What follows belongs to an exercise in optimizing a design on an open flow for small area; a production flow would make more cautious choices. The RTL was checked by simulation tests, not by an equivalence proof against the original design. No activity file was given, so power comes from the tool's default toggle rates.

**design/flow/design.v**
```verilog
module rv32_register_file #(
  parameter int unsigned DATA_W   = 32,
  parameter int unsigned ADDR_W   = 5,
  parameter int unsigned NUM_REGS = 32
) (
  input  logic              clk,
  input  logic              reset,
  input  logic              reg_file_wr_en,
  input  logic [ADDR_W-1:0] wr_addr,
  input  logic [DATA_W-1:0] data_in,
  input  logic [ADDR_W-1:0] rd_addr_1,
  input  logic [ADDR_W-1:0] rd_addr_2,
  output logic [DATA_W-1:0] rd_data_1,
  output logic [DATA_W-1:0] rd_data_2
);
  logic [NUM_REGS-1:0][DATA_W-1:0] reg_file;
  always_ff @(posedge clk) begin
    if (reset) begin
      for (int i = 0; i < NUM_REGS; i++) begin
        reg_file[i] <= '0;
      end
    end else if (reg_file_wr_en && (wr_addr != '0)) begin
      reg_file[wr_addr] <= data_in;
    end
  end
  always_comb begin
    rd_data_1 = '0;
    rd_data_2 = '0;
    if (rd_addr_1 != '0) rd_data_1 = reg_file[rd_addr_1];
    if (rd_addr_2 != '0) rd_data_2 = reg_file[rd_addr_2];
  end
endmodule
```
**design/flow/run.sh**
```bash
#!/bin/bash
# synth_recipe.tcl (not shown) runs the flow's synth.tcl, then flattens the netlist and writes it again
# the make line also repeats each setting of config.mk as NAME=value (left out here)
make -C /OpenROAD-flow-scripts/flow DESIGN_CONFIG=/design/flow/config.mk WORK_HOME=/design/flow/orfs CLKGATE_MAP_FILE= SYNTH_SCRIPT=/design/flow/synth_recipe.tcl finish
```
**design/flow/config.mk**
```make
export PLATFORM = sky130hd
export DESIGN_NAME = rv32_register_file
export DESIGN_NICKNAME = rv32_register_file
export VERILOG_FILES = /design/flow/design.v
export SDC_FILE = /design/flow/constraint.sdc
export NUM_CORES = 4
export LEC_CHECK = 0
export CAP_MARGIN = 20
export CORE_MARGIN = 2
export CORE_UTILIZATION = 40
export SETUP_SLACK_MARGIN = 0.2
export SLEW_MARGIN = 20
```
**design/flow/constraint.sdc**
```tcl
create_clock -name core_clock -period 5.0 [get_ports {clk}]
set_input_delay 1.0000 -clock core_clock [delete_from_list [all_inputs] [get_ports {clk}]]
set_output_delay 1.0000 -clock core_clock [all_outputs]
set_load 0.01 [all_outputs]
```
==> impl_metrics.prom, run 1 <==
# TYPE chip_impl_metric gauge
chip_impl_info{name="layout_commonest_cell",value="nand2_1"} 1
chip_impl_metric{name="global_route_wire_length_before_repair",unit="mm"} 313
chip_impl_info{name="clock-root-buffer",value="clkbuf_16"} 1
chip_impl_metric{name="slew-limit-headroom",unit="%"} 24.7
chip_impl_metric{name="grt_pass1_vias",unit=""} 45050
chip_impl_metric{name="dpl_worst_slack",unit="ns"} -0.0970
chip_impl_metric{name="max-clock-path-buffers",unit=""} 3
chip_impl_metric{name="place.gp.congestion",unit=""} 0.903
chip_impl_metric{name="final.min_clock_period",unit="ns"} 4.86
chip_impl_metric{name="power_per_cell_area",unit="mW/mm2"} 317
chip_impl_metric{name="fp-row-count",unit=""} 132
chip_impl_metric{name="largest_reg_flops",unit=""} 1024
chip_impl_metric{name="synth_cells",unit=""} 5911
chip_impl_metric{name="final.setup_skew",unit="ns"} 0
chip_impl_metric{name="cts_buffers",unit=""} 112
chip_impl_metric{name="synth-edff-count",unit=""} 0
chip_impl_info{name="start_kind",value="input pin"} 1
chip_impl_metric{name="routed_vias",unit=""} 48159
chip_impl_metric{name="synthesis.area_per_instance",unit="um2"} 8.83
chip_impl_info{name="synth-main-ff-cell",value="dfxtp_1"} 1
chip_impl_info{name="critPathTopFamily",value="buffers and inverters"} 1
chip_impl_metric{name="fin_crit_sh",unit="%"} 97.1
chip_impl_metric{name="required_time_worst_endpoint",unit="ns"} 4.00
chip_impl_metric{name="synth_fp_nets",unit=""} 5963
chip_impl_metric{name="irDropWorstVdd",unit="uV"} 289
chip_impl_info{name="worst_setup_ep_type",value="primary output"} 1
chip_impl_metric{name="insertion_delay",unit="ns"} 0.76
chip_impl_metric{name="synth_compound_area_share",unit="%"} 13.8
chip_impl_metric{name="drcViolationCount",unit=""} 0
chip_impl_info{name="registers.top_by_ff_count",value="reg_file"} 1
chip_impl_metric{name="clock-sinks",unit=""} 1024
chip_impl_metric{name="crit_buf_inv",unit=""} 4
chip_impl_metric{name="grt.total_usage",unit="%"} 31.8
chip_impl_metric{name="met1Wirelength",unit="mm"} 83.5
chip_impl_metric{name="layout-drive-gt1-share",unit="%"} 17.8
chip_impl_metric{name="syn_area",unit="mm2"} 0.0522
chip_impl_metric{name="chipWidth",unit="um"} 365
chip_impl_metric{name="grt_remaining_overflow",unit=""} 0
chip_impl_metric{name="yosys.area_share.simple",unit="%"} 17.2
chip_impl_info{name="topRoutingLayerUsed",value="met5"} 1
chip_impl_metric{name="area_of_the_die",unit="mm2"} 0.133
chip_impl_info{name="main_combinational_cell_family_by_area_after_synthesis",value="multiplexers"} 1
chip_impl_metric{name="worst_path_largest_cell_delay",unit="ns"} 0.58
chip_impl_metric{name="height_of_the_chip",unit="um"} 365
chip_impl_metric{name="final-setup-viol-count",unit=""} 0
chip_impl_info{name="cts_tree",value="done"} 1
chip_impl_metric{name="effective_utilization_at_floorplan",unit="%"} 40.3
chip_impl_metric{name="fmax",unit="MHz"} 206
chip_impl_metric{name="drt_iter0_drc",unit=""} 7147
chip_impl_metric{name="avgViaCountPerCell",unit=""} 6.29
chip_impl_info{name="rsz0062_at_grt",value="yes"} 1
chip_impl_metric{name="antenna_found_initial",unit=""} 4
chip_impl_info{name="status",value="complete, no violations"} 1
chip_impl_metric{name="post_synth_xor_area_fraction",unit="%"} 0.0504
chip_impl_metric{name="static_leakage",unit="nW"} 20.6
chip_impl_metric{name="num_io_pins",unit=""} 114
chip_impl_metric{name="num-nets-final",unit=""} 5869
chip_impl_metric{name="core_region_area",unit="mm2"} 0.129
chip_impl_info{name="layout_common_cells",value="nand2_1, dfxtp_1, a21oi_1, mux4_2, mux2i_1"} 1
chip_impl_info{name="crit_slowest_cell",value="clkdlybuf4s50_1"} 1
chip_impl_metric{name="worstMarginPinSlew",unit="ns"} 1.13
chip_impl_info{name="setup.worst_path.class",value="in2out"} 1
chip_impl_metric{name="htree_num_levels",unit=""} 3
chip_impl_metric{name="setup-tns-final",unit="ns"} 0
chip_impl_metric{name="async_flop_share",unit="%"} 0
chip_impl_metric{name="synth-adder-area-share",unit="%"} 0.0480
chip_impl_metric{name="numPortBuffers",unit=""} 113
chip_impl_metric{name="detail-route-antenna-nets",unit=""} 0
chip_impl_metric{name="syn_to_final_growth",unit="%"} 15.5
chip_impl_metric{name="dr.pass1.iters",unit=""} 7
chip_impl_metric{name="routed_wire_length_per_instance",unit="um"} 28.4
chip_impl_metric{name="final_max_slew_viol_count",unit=""} 0
chip_impl_metric{name="yosysUniqueCellTypes",unit=""} 58
chip_impl_metric{name="hold_viol",unit=""} 0
chip_impl_metric{name="post-dp-hpwl",unit="mm"} 132
chip_impl_metric{name="met2_wirelength",unit="mm"} 94.4
chip_impl_metric{name="postCtsHoldBufs",unit=""} 0
chip_impl_metric{name="synth_sequential_area_ratio",unit="%"} 39.3
chip_impl_metric{name="drt_wl_total",unit="mm"} 217
chip_impl_metric{name="grt_start_max_net_pins",unit=""} 120
chip_impl_metric{name="wl_met3",unit="mm"} 27.1
chip_impl_metric{name="num-fill-cells",unit=""} 12215
chip_impl_info{name="timing.critical_path.cells",value="clkdlybuf4s50_1, nor2_4, buf_4, a22o_1, nor4_1, buf_4, clkdlybuf4s50_1"} 1
chip_impl_metric{name="muxShareOfSynthArea",unit="%"} 24.5
chip_impl_metric{name="reg2reg_slack",unit="ns"} 4.26
chip_impl_metric{name="worst_setup_hold_path_clk_slew",unit="ns"} 0.06
chip_impl_metric{name="maxCapViolCount",unit=""} 0
chip_impl_metric{name="critical_path_arrival",unit="ns"} 3.86
chip_impl_info{name="reg_top3",value="reg_file x1024"} 1
chip_impl_info{name="min_path_type",value="reg2reg"} 1
chip_impl_metric{name="fin_ws",unit="ns"} 0.143
chip_impl_metric{name="synth_seq_cells",unit=""} 1024
chip_impl_metric{name="cp_max_fo",unit=""} 15
chip_impl_metric{name="synthesis.yosys.warnings",unit=""} 1
[logic make-up after synthesis]
logic type               after synthesis
buffers and inverters                632
flip-flops                          1024
multiplexers                         790
adder cells (fa/ha/maj)                2
AO/OA/AOI/OAI                       1240
XOR/XNOR                               3
AND/OR/NAND/NOR                     2220
[through the flow]
stage | power, mW | std cells | util (%) | hold WS (ns) | instance area, um2
global route | 19.5 | 7656 | 46.5 | 0.482 | 60300
global placement | 10.3 | 7437 | 43.4 | 0.450 | 56100
detailed placement | 10.3 | 7437 | 43.3 | 0.457 | 56100
finish | 19.1 | 7661 | 46.6 | 0.466 | 60300
floorplan | 9.49 | 5911 | - | 0.443 | 52200
CTS | 19.1 | 7653 | 46.5 | 0.465 | 60200
[timing repair]
| item | in CTS | in global routing |
|---|---|---|
| setup buffers | 5 | 2 |
| resized for setup | 13 | 19 |
| gates cloned | 0 | 1 |
| setup endpoints to repair | 13 | 19 |
| pin swaps | 1 | 1 |
[worst min-delay path, cell delays in order, from the launching register on]
cell     delay, ns
dfxtp_1       0.32
nand2_1       0.05
a21oi_1       0.05
[layout make-up]
cell class | count | area (um2) | area share [%]
antenna | 5 | 12.5 | 0.0208
clock buffer | 163 | 3300 | 5.48
clock inverter | 48 | 616 | 1.02
inverter | 5 | 18.8 | 0.0311
multi-input combinational | 4255 | 29400 | 48.8
sequential | 1024 | 20500 | 34.0
tap | 1742 | 2180 | 3.62
timing repair buffer | 419 | 4250 | 7.05
[power by group]
part           leakage (nW)  internal, mW  total (mW)  switching (mW)
Combinational          10.4         0.663        1.95            1.29
Clock                  1.95          5.16        8.85            3.69
Sequential             8.25          8.23        8.28          0.0547
Total                  20.6          14.0        19.1            5.03
[path summary, 6_finish.rpt]
path | depth (start not counted) | start | endpoint
setup reg to reg | 2 | reg_file[912] | reg_file[912]
setup / recovery | 7 | rd_addr_2[4] | rd_data_2[16]
hold / removal | 2 | reg_file[962] | reg_file[962]
hold reg to reg | 2 | reg_file[962] | reg_file[962]
[routing by layer]
| metal | vias to the layer above | global-route usage, % |
|---|---|---|
| met3 | 677 | 7.10 |
| met2 | 3276 | 48.1 |
| met4 | 6 | 16.6 |
| met5 | - | 0 |
| met1 | 23629 | 42.5 |
| li1 | 20571 | - |
[Yosys cell counts, drive strengths merged, types with 3 or more instances]
cell type  count  area, um2
nor2b         88        551
nor3          29        180
nand2b        20        125
a21oi        916       4580
mux4         382       8600
and4           8       70.1
a211oi        74        556
a2111oi       26        228
nor4          35        240
a311oi         7       61.3
buf          177        951
a221oi         7       61.3
o22ai         57        357
nand3b         3       22.5
a22o          77        674
nand2       1847       6930
o221ai        21        184
mux2i        334       3340
nand4         11       68.8
inv            5       18.8
and3          12       75.1
o21ai          4       23.8
nand3         26        130
clkbuf       450       1690
a221o         32        320
a22oi         10       75.1
nor2         128        480
dfxtp       1024      20500
mux2          74        833
==> inputs of run 2 (changes only) <==
==> design/flow/design.v (replaced) <==
module rf_nand2 (input logic a, b, output logic y);
  assign y = ~(a & b);
endmodule
module rf_nand3 (input logic a, b, c, output logic y);
  assign y = ~(a & b & c);
endmodule
module rf_nand4 (input logic a, b, c, d, output logic y);
  assign y = ~(a & b & c & d);
endmodule
module rf_or3 (input logic a, b, c, output logic y);
  assign y = a | b | c;
endmodule
module rf_o21ai (input logic a1, a2, b1, output logic y);
  assign y = ~((a1 | a2) & b1);
endmodule
module rf_a222oi (input logic a1, a2, b1, b2, c1, c2, output logic y);
  assign y = ~((a1 & a2) | (b1 & b2) | (c1 & c2));
endmodule
module rf_hold (input logic wr_n, d_n, q, output logic q_next);
  logic g;
  rf_nand2 u_g (.a(wr_n), .b(q), .y(g));
  rf_o21ai u_o (.a1(wr_n), .a2(d_n), .b1(g), .y(q_next));
endmodule
module rf_rdbit (input logic [31:1] sel, input logic [31:1] d, output logic y);
  logic [10:0] t;
  logic [2:0]  p;
  for (genvar g = 0; g < 10; g++) begin : g_aoi
    rf_a222oi u_a (.a1(sel[3*g+1]), .a2(d[3*g+1]),
                   .b1(sel[3*g+2]), .b2(d[3*g+2]),
                   .c1(sel[3*g+3]), .c2(d[3*g+3]), .y(t[g]));
  end
  rf_nand2 u_t10 (.a(sel[31]), .b(d[31]), .y(t[10]));
  rf_nand4 u_p0 (.a(t[0]), .b(t[1]), .c(t[2]),  .d(t[3]), .y(p[0]));
  rf_nand4 u_p1 (.a(t[4]), .b(t[5]), .c(t[6]),  .d(t[7]), .y(p[1]));
  rf_nand3 u_p2 (.a(t[8]), .b(t[9]), .c(t[10]),           .y(p[2]));
  rf_or3   u_y  (.a(p[0]), .b(p[1]), .c(p[2]), .y(y));
endmodule
module rv32_register_file #(
  parameter int unsigned DATA_W   = 32,
  parameter int unsigned ADDR_W   = 5,
  parameter int unsigned NUM_REGS = 32
) (
  input  logic              clk,
  input  logic              reset,
  input  logic              reg_file_wr_en,
  input  logic [ADDR_W-1:0] wr_addr,
  input  logic [DATA_W-1:0] data_in,
  input  logic [ADDR_W-1:0] rd_addr_1,
  input  logic [ADDR_W-1:0] rd_addr_2,
  output logic [DATA_W-1:0] rd_data_1,
  output logic [DATA_W-1:0] rd_data_2
);
  logic [NUM_REGS-1:1][DATA_W-1:0] reg_file;
  logic [NUM_REGS-1:1][DATA_W-1:0] reg_next;
  logic [DATA_W-1:0] wr_data_n;
  assign wr_data_n = ~(data_in & {DATA_W{~reset}});
  logic [NUM_REGS-1:1] wr_sel_n;
  always_comb begin
    for (int i = 1; i < NUM_REGS; i++) begin
      wr_sel_n[i] = ~(reset | (reg_file_wr_en && (wr_addr == ADDR_W'(i))));
    end
  end
  for (genvar i = 1; i < NUM_REGS; i++) begin : g_reg
    for (genvar b = 0; b < DATA_W; b++) begin : g_bit
      rf_hold u_hold (.wr_n(wr_sel_n[i]), .d_n(wr_data_n[b]),
                      .q(reg_file[i][b]), .q_next(reg_next[i][b]));
    end
  end
  always_ff @(posedge clk) begin
    reg_file <= reg_next;
  end
  logic [NUM_REGS-1:1] rd_sel_1, rd_sel_2;
  always_comb begin
    for (int i = 1; i < NUM_REGS; i++) begin
      rd_sel_1[i] = (rd_addr_1 == ADDR_W'(i));
      rd_sel_2[i] = (rd_addr_2 == ADDR_W'(i));
    end
  end
  for (genvar b = 0; b < DATA_W; b++) begin : g_rd
    logic [NUM_REGS-1:1] col;
    for (genvar i = 1; i < NUM_REGS; i++) begin : g_col
      assign col[i] = reg_file[i][b];
    end
    rf_rdbit u_rd1 (.sel(rd_sel_1), .d(col), .y(rd_data_1[b]));
    rf_rdbit u_rd2 (.sel(rd_sel_2), .d(col), .y(rd_data_2[b]));
  end
endmodule
--- a/design/flow/config.mk
+++ b/design/flow/config.mk
@@ -12 +12,2 @@
 export SLEW_MARGIN = 20
+export SYNTH_HIERARCHICAL = 1
==> impl_metrics.prom, run 2 <==
# TYPE chip_impl_metric gauge
chip_impl_info{name="status",value="complete, no violations"} 1
chip_impl_metric{name="dr.pass1.iters",unit=""} 12
chip_impl_info{name="reg_top3",value="reg_file x992"} 1
chip_impl_metric{name="clock-sinks",unit=""} 992
chip_impl_info{name="synth.most_common_cell",value="nand2_1"} 1
chip_impl_metric{name="dp.cells",unit=""} 5781
chip_impl_info{name="layout_common_cells",value="nand2_1, o21ai_1, dfxtp_1, a222oi_1, buf_4"} 1
chip_impl_metric{name="synthesis.yosys.warnings",unit=""} 7
chip_impl_info{name="clock-root-buffer",value="clkbuf_16"} 1
chip_impl_info{name="synth-main-ff-cell",value="dfxtp_1"} 1
chip_impl_info{name="min-delay-start",value="reg_file[716]"} 1
chip_impl_metric{name="routed_wire_length_per_instance",unit="um"} 26.4
chip_impl_metric{name="syn_area",unit="mm2"} 0.0377
chip_impl_metric{name="area_of_the_multi_input_gates",unit="mm2"} 0.0190
chip_impl_metric{name="detail-route-antenna-nets",unit=""} 0
chip_impl_metric{name="ff_latch_area",unit="mm2"} 0.0199
chip_impl_metric{name="grt.total_usage",unit="%"} 31.5
chip_impl_metric{name="place.gp.congestion",unit=""} 0.892
chip_impl_info{name="setup.worst_path.class",value="in2out"} 1
chip_impl_info{name="grt_most_used_layer",value="met2"} 1
chip_impl_metric{name="r2r.worst_path.cells",unit=""} 2
chip_impl_metric{name="num-fill-cells",unit=""} 8852
chip_impl_metric{name="reg2reg_slack",unit="ns"} 4.36
chip_impl_metric{name="drcViolationCount",unit=""} 0
chip_impl_metric{name="htree_num_levels",unit=""} 3
chip_impl_metric{name="irDropWorstVdd",unit="uV"} 276
chip_impl_metric{name="synth_fp_nets",unit=""} 4165
chip_impl_info{name="post_synth_main_area_contributors",value="dfxtp_1, a222oi_1, o21ai_1"} 1
chip_impl_metric{name="max-clock-path-buffers",unit=""} 3
chip_impl_metric{name="synth_cells",unit=""} 4115
chip_impl_metric{name="avgViaCountPerCell",unit=""} 6.48
chip_impl_metric{name="cts_buffers",unit=""} 103
chip_impl_metric{name="total_power",unit="mW"} 19.3
chip_impl_metric{name="final-setup-viol-count",unit=""} 0
chip_impl_metric{name="num_io_pins",unit=""} 114
chip_impl_metric{name="cp_max_fo",unit=""} 9
chip_impl_metric{name="global_route_wire_length_before_repair",unit="mm"} 233
chip_impl_metric{name="min_path_cells",unit=""} 2
chip_impl_metric{name="synth-edff-count",unit=""} 0
chip_impl_metric{name="antenna_found_initial",unit=""} 7
chip_impl_metric{name="insertion_delay",unit="ns"} 0.67
chip_impl_metric{name="largest_reg_flops",unit=""} 992
chip_impl_info{name="synth.largest_area_cell",value="dfxtp_1"} 1
chip_impl_info{name="rsz0062_at_grt",value="yes"} 1
chip_impl_metric{name="numPortBuffers",unit=""} 113
chip_impl_metric{name="grt_remaining_overflow",unit=""} 0
chip_impl_metric{name="num-nets-final",unit=""} 4751
chip_impl_info{name="start_kind",value="input pin"} 1
chip_impl_metric{name="globalRouteMet1Util",unit="%"} 44.5
chip_impl_metric{name="grtUsageMet2",unit="%"} 46.2
chip_impl_metric{name="finalNonFillerCells",unit=""} 6040
chip_impl_info{name="regToRegStartpoint",value="reg_file[561]"} 1
chip_impl_info{name="worst_setup_ep_type",value="primary output"} 1
chip_impl_metric{name="grt_use_met3",unit="%"} 6.11
chip_impl_info{name="min_to",value="reg_file[716]"} 1
chip_impl_info{name="synth_commonest_cells",value="nand2_1, dfxtp_1, o21ai_1"} 1
chip_impl_info{name="cts_tree",value="done"} 1
chip_impl_metric{name="drt_iter0_drc",unit=""} 7764
chip_impl_metric{name="synth_sequential_area_ratio",unit="%"} 52.7
chip_impl_metric{name="worstMarginPinSlew",unit="ns"} 1.05
chip_impl_metric{name="async_flop_share",unit="%"} 0
chip_impl_metric{name="critical_path_arrival",unit="ns"} 3.91
chip_impl_info{name="r2r_end",value="reg_file[561]"} 1
chip_impl_metric{name="post-dp-hpwl",unit="mm"} 97.8
chip_impl_metric{name="layout-drive-gt1-share",unit="%"} 14.8
chip_impl_metric{name="yosysUniqueCellTypes",unit=""} 22
chip_impl_metric{name="synthesis.area_per_instance",unit="um2"} 9.16
chip_impl_metric{name="static_leakage",unit="nW"} 17.9
chip_impl_metric{name="power_per_cell_area",unit="mW/mm2"} 396
chip_impl_metric{name="netlist.area_leader.share",unit="%"} 52.7
chip_impl_metric{name="maxCapViolCount",unit=""} 0
chip_impl_metric{name="fin_crit_sh",unit="%"} 98.2
chip_impl_metric{name="height_of_the_chip",unit="um"} 311
chip_impl_metric{name="fp-row-count",unit=""} 112
chip_impl_metric{name="final_max_slew_viol_count",unit=""} 0
chip_impl_metric{name="final.setup_skew",unit="ns"} 0
chip_impl_metric{name="core_region_area",unit="mm2"} 0.0933
chip_impl_metric{name="required_time_worst_endpoint",unit="ns"} 4.00
chip_impl_info{name="min_path_type",value="reg2reg"} 1
chip_impl_metric{name="routed_vias",unit=""} 39168
chip_impl_metric{name="grt_start_max_net_pins",unit=""} 65
chip_impl_metric{name="syn_to_final_growth",unit="%"} 29.7
chip_impl_metric{name="hold_viol",unit=""} 0
chip_impl_metric{name="final.min_clock_period",unit="ns"} 4.91
chip_impl_info{name="layout_commonest_cell",value="nand2_1"} 1
chip_impl_metric{name="worst_setup_hold_path_clk_slew",unit="ns"} 0.06
chip_impl_metric{name="chipWidth",unit="um"} 311
chip_impl_metric{name="synth_seq_cells",unit=""} 992
chip_impl_metric{name="slew-limit-headroom",unit="%"} 30.2
chip_impl_metric{name="area_of_the_die",unit="mm2"} 0.0967
chip_impl_metric{name="grt_pass1_vias",unit=""} 35557
chip_impl_metric{name="effective_utilization_at_floorplan",unit="%"} 40.4
chip_impl_info{name="registers.top_by_ff_count",value="reg_file"} 1
chip_impl_metric{name="fmax",unit="MHz"} 204
chip_impl_metric{name="drt_wl_total",unit="mm"} 160
run 2: cell count changes in the layout (fill, tap and decap cells not counted), sizes merged, moves of 66 or more:
| cell | previous run | this run |
|---|---|---|
| nor2 | 128 | 60 |
| mux4 | 382 | 0 |
| nand2 | 1847 | 1060 |
| a211oi | 74 | 0 |
| a222oi | 0 | 640 |
| nor2b | 88 | 2 |
| mux2 | 74 | 0 |
| mux2i | 334 | 0 |
| o21ai | 4 | 992 |
| a22o | 77 | 0 |
| nand4 | 11 | 128 |
| or3 | 2 | 68 |
| a21oi | 916 | 31 |
run 2: through the flow:
| stage | worst slack (ns) | util, % | hold WS [ns] | cell area [um2] | TNS, ns |
|---|---|---|---|---|---|
| after floorplan | 0.416 | - | 0.441 | 37700 | 0 |
| after global placement | -0.337 | 47.3 | 0.448 | 44100 | -10.35 |
| after detailed placement | -0.343 | 47.3 | 0.454 | 44100 | -10.67 |
| after CTS | 0.0623 | 52.0 | 0.462 | 48500 | 0 |
| after global routing | 0.163 | 52.3 | 0.470 | 48800 | 0 |
| final | 0.0901 | 52.3 | 0.461 | 48800 | 0 |
run 2: kinds of logic (layout without fill, tap and decap cells):
| family | count (synthesis) | after routing | share of synthesized area (%) |
|---|---|---|---|
| compound gates | 1663 | 1663 | 30.6 |
| buf+inv | 16 | 669 | 0.169 |
| flops | 992 | 992 | 52.7 |
| other cells | 0 | 1 | 0 |
| simple gates | 1444 | 1461 | 16.5 |
run 2: worst max-delay path, stage by stage:
cell and delay, ns:
clkdlybuf4s15_2 0.30, nand2b_1 0.23, buf_12 0.17, nor3_2 0.10, buf_4 0.21, a222oi_1 0.44
buf_4 0.18, nand4_1 0.26, or3_1 0.49, clkdlybuf4s50_1 0.51
run 2: per-layer routing:
| layer | vias up | wire length [um] |
|---|---|---|
| met4 | 2 | 7260 |
| met3 | 404 | 20000 |
| met5 | - | 7 |
| met1 | 18256 | 65700 |
| met2 | 2462 | 66700 |
| li1 | 18044 | - |
run 2: report_power, final:
part | switching, mW | internal (mW) | total, mW | leakage, nW
combinational | 1.27 | 0.754 | 2.03 | 7.90
clock | 3.32 | 4.87 | 8.19 | 1.76
sequential | 0.518 | 8.59 | 9.11 | 8.25
run 2: area by class of cell:
| class | instances | area share [%] |
|---|---|---|
| flip-flops and latches | 992 | 40.7 |
| diodes | 1 | 0.00512 |
| clock inverters | 40 | 1.29 |
| clock buffers | 149 | 6.04 |
| repair buffers | 480 | 9.86 |
| well taps | 1254 | 3.21 |
| multi-input cells | 3124 | 38.9 |
run 2: timing repair:
item                       CTS  global route
gates cloned                16             1
setup buffers               33            19
setup endpoints to repair   64            58
hold buffers                 0             0
pin swaps                  126            44
resized for setup          119            30
run 2: how the worst max path moves through the flow:
stage / startpoint / endpoint / slack, ns / cells after the start
2_1_floorplan: rd_addr_1[3] / rd_data_1[0] / 0.42 / 6
3_3_place_gp: rd_addr_1[0] / rd_data_1[12] / -0.34 / 9
3_5_place_dp: rd_addr_1[0] / rd_data_1[12] / -0.34 / 9
4_1_cts: rd_addr_2[0] / rd_data_2[5] / 0.06 / 11
5_1_grt: rd_addr_1[1] / rd_data_1[21] / 0.16 / 9
6_report: rd_addr_1[3] / rd_data_1[5] / 0.09 / 10
run 2: per-module statistics from Yosys (local to each module, per instance), excerpt:
| module | flip-flops and latches | copies in the design |
|---|---|---|
| rf_or3 | 0 | 64 |
| rf_nand3 | 0 | 64 |
| rf_nand2 | 0 | 1056 |
| rv32_register_file | 992 | 1 |
| rf_o21ai | 0 | 992 |
| rf_a222oi | 0 | 640 |
| rf_nand4 | 0 | 128 |

-- re-timing with driven ports --
The results above use ideal ports. As a check the final layouts listed here were re-extracted and re-timed, cells and wires unchanged. Step 1: set_driving_cell puts a clkbuf_16 on clk and a buf_2 on each other input, an assumption about the parent block. Step 2, shift: input delay + t, output delay - t, t = (earliest + latest rising clock arrival at the registers) / 2. This alone moves slack from input paths to output paths. a / b / c = ideal / step 1 / step 2; a / b = the first two.
run	t, ns	setup slack, ns	hold slack, ns	clock arrival spread, ns	slew at the worst register clock pin (ns)
run 1	0.826	0.143 / 0.056 / 0.056	0.466 / 0.466 / 0.466	0.049 / 0.049	0.07 / 0.07
run 2	0.752	0.090 / 0.046 / 0.046	0.461 / 0.461 / 0.461	0.030 / 0.029	0.07 / 0.07
After both steps every run listed still meets setup and hold. For run 1, which loses most, drivers alone change the setup slack by -0.087 ns; drivers and shift together by -0.087 ns.
